What follows belongs to an exercise in optimizing a design on an open flow for a short achievable clock period and few clock cycles per item; a production flow would make more cautious choices. The RTL was checked by simulation tests, not by an equivalence proof against the original design. Power is estimated from default activity; no workload was simulated.

Setup of oak:
==> flow/design.v (excerpt) <==
module gpio_bus_slave (
	input  logic                                BUS,
	input  logic                                reset,
	input  logic                                valid,
	input  logic                                rnw,
	input  gpio_bus_pkg::addr_t                 addr,
	input  gpio_bus_pkg::data_t                 write_data,
	input  gpio_bus_pkg::gpio_vec_t             gp_ip,
	output logic                                ready,
	output logic                                error,
	output gpio_bus_pkg::data_t                 read_data,
	output gpio_bus_pkg::gpio_vec_t             gp_op,
	output logic [gpio_bus_pkg::WORD_COUNT-1:0] gp_op_valid
);
export LEC_CHECK = 0
export CAP_MARGIN = 20
export CORE_MARGIN = 2
export CORE_UTILIZATION = 45
export SETUP_SLACK_MARGIN = 2.6
export SLEW_MARGIN = 20
export SYNTH_HIERARCHICAL = 1
export SYNTH_MINIMUM_KEEP_SIZE = 0
create_clock -name core_clock -period 4.0 [get_ports {BUS}]
standard.sh (not shown) runs the stock make flow with config.mk's settings and CLKGATE_MAP_FILE= SYNTH_SCRIPT=/design/flow/synth_recipe.tcl, a recipe that flattens the netlist after the stock synthesis.
==> flow/flow/run.sh <==
#!/bin/bash
# The standard synthesis and layout, except that timing repair may resize a
# cell to any drive strength (sky130hd otherwise only swaps cells of the same
# width before routing).
set -euo pipefail
bash standard.sh synth > synth.log 2>&1
bash standard.sh MATCH_CELL_FOOTPRINT=0 finish > layout.log 2>&1
Testbench counts of oak, summed over its fixed seeds: cycles 9,600, items 4,800.
## Diff of input files: pine against oak
# oak
export LEC_CHECK = 0
export CAP_MARGIN = 20
export CORE_MARGIN = 2
export CORE_UTILIZATION = 45
export SETUP_SLACK_MARGIN = 2.6
export SLEW_MARGIN = 20
export SYNTH_HIERARCHICAL = 1
export SYNTH_MINIMUM_KEEP_SIZE = 0
create_clock -name core_clock -period 4.0 [get_ports {BUS}]
# pine
export LEC_CHECK = 0
export CAP_MARGIN = 20
export CORE_MARGIN = 2
export CORE_UTILIZATION = 40
export SETUP_SLACK_MARGIN = 2.6
export SLEW_MARGIN = 20
export SYNTH_HIERARCHICAL = 1
export SYNTH_MINIMUM_KEEP_SIZE = 0
create_clock -name core_clock -period 4.0 [get_ports {BUS}]
==> flow/run.sh (new file) <==
#!/bin/bash
# synth_recipe.tcl (not shown) runs the flow's synth.tcl, then flattens the netlist and writes it again
# the make line also repeats each setting of config.mk as NAME=value (left out here)
make -C /OpenROAD-flow-scripts/flow DESIGN_CONFIG=/design/flow/config.mk WORK_HOME=/design/flow/orfs CLKGATE_MAP_FILE= SYNTH_SCRIPT=/design/flow/synth_recipe.tcl finish
removed: flow/flow/run.sh
removed: flow/standard.sh
[summary]
- pine finished end to end and its layout was clean on timing, DRC and antenna.
- Between oak and pine, the clock skew does not differ in any meaningful way.
- Between pine and oak, it is pine whose total power is lower, by 5.3%.
- Compared to oak, pine has final cell count 99 higher.
- Per the comparison of pine with oak, final cycle utilization of the critical path lost 7.6 points; combinational fraction of design power picked up an extra 1.8 points; utilization lost 8.7 points; worst slack after detailed placement picked up an extra 260 ps.

========
before:
Starting RTL as in the previous note.
==> flow/config.mk <==
export PLATFORM = sky130hd
export DESIGN_NAME = gpio_bus_slave
export DESIGN_NICKNAME = gpio_bus_slave
export VERILOG_FILES = /design/flow/design.v
export SDC_FILE = /design/flow/constraint.sdc
export NUM_CORES = 4
export LEC_CHECK = 0
export CAP_MARGIN = 20
export CORE_MARGIN = 2
export CORE_UTILIZATION = 40
export SETUP_SLACK_MARGIN = 2.6
export SLEW_MARGIN = 20
export SYNTH_HIERARCHICAL = 1
export SYNTH_MINIMUM_KEEP_SIZE = 0
==> flow/constraint.sdc <==
create_clock -name core_clock -period 4.0 [get_ports {BUS}]
set_input_delay 0.8000 -clock core_clock [delete_from_list [all_inputs] [get_ports {BUS}]]
set_output_delay 0.8000 -clock core_clock [all_outputs]
set_load 0.01 [all_outputs]
==> flow/flow/run.sh <==
#!/bin/bash
# The standard synthesis and layout, except that timing repair may resize a
# cell to any drive strength (sky130hd otherwise only swaps cells of the same
# width before routing).
set -euo pipefail
bash standard.sh synth > synth.log 2>&1
bash standard.sh MATCH_CELL_FOOTPRINT=0 finish > layout.log 2>&1
Testbench counts of before, summed over its fixed seeds: cycles 9,600, items 4,800.
The inputs of after differ from those of before as listed below.
- changing SETUP_SLACK_MARGIN from 2.6 to 2.3
[summary]
Comparing after against before, there is no change at all in combined area of all synthesized cells. Compared with before, in after part of the cycle the worst path needs was more or less identical; final net count dropped 28; via count dropped about 0.8%. after -> before: number of placement rows flat. Comparing before and after, the higher share of cell area taken by flip-flops and latches was measured on after. after vs before: number of inserted filler cells in the final layout up slightly. after gives less final routed wirelength across all metal layers than before did.

separate check: timing with driven ports:
The flow's constraints put no driver on any port. The routed layouts listed below were extracted and timed again, unchanged, in two steps.
Step 1, drivers: a clkbuf_16 drives BUS and a buf_2 each remaining input, both assumed.
Step 2 moves the port delays by t, midway between the first and last clock arrival at a register: inputs arrive t later, outputs are due t later. That takes back most of the time a late clock gives input paths.
a / b / c = no drivers / after step 1 / after step 2; a / b = the first two.
run	shift t [ns]	slack for setup (ns)	clock arrival spread, ns	worst register clock-pin slew, ns	pins driven straight from the clock port
oak	0.564	1.869 / 1.848 / 1.285	0.015 / 0.015	0.07 / 0.07	1
pine	0.575	2.172 / 1.991 / 1.417	0.017 / 0.017	0.07 / 0.07	1
before	0.577	2.182 / 2.051 / 1.474	0.017 / 0.017	0.06 / 0.06	1
after	0.583	2.184 / 2.052 / 1.468	0.013 / 0.013	0.06 / 0.06	1
After both steps setup and hold are still met in every run listed. The setup slack of pine, which loses most, moves by -0.181 ns with the drivers and by -0.755 ns with both steps.
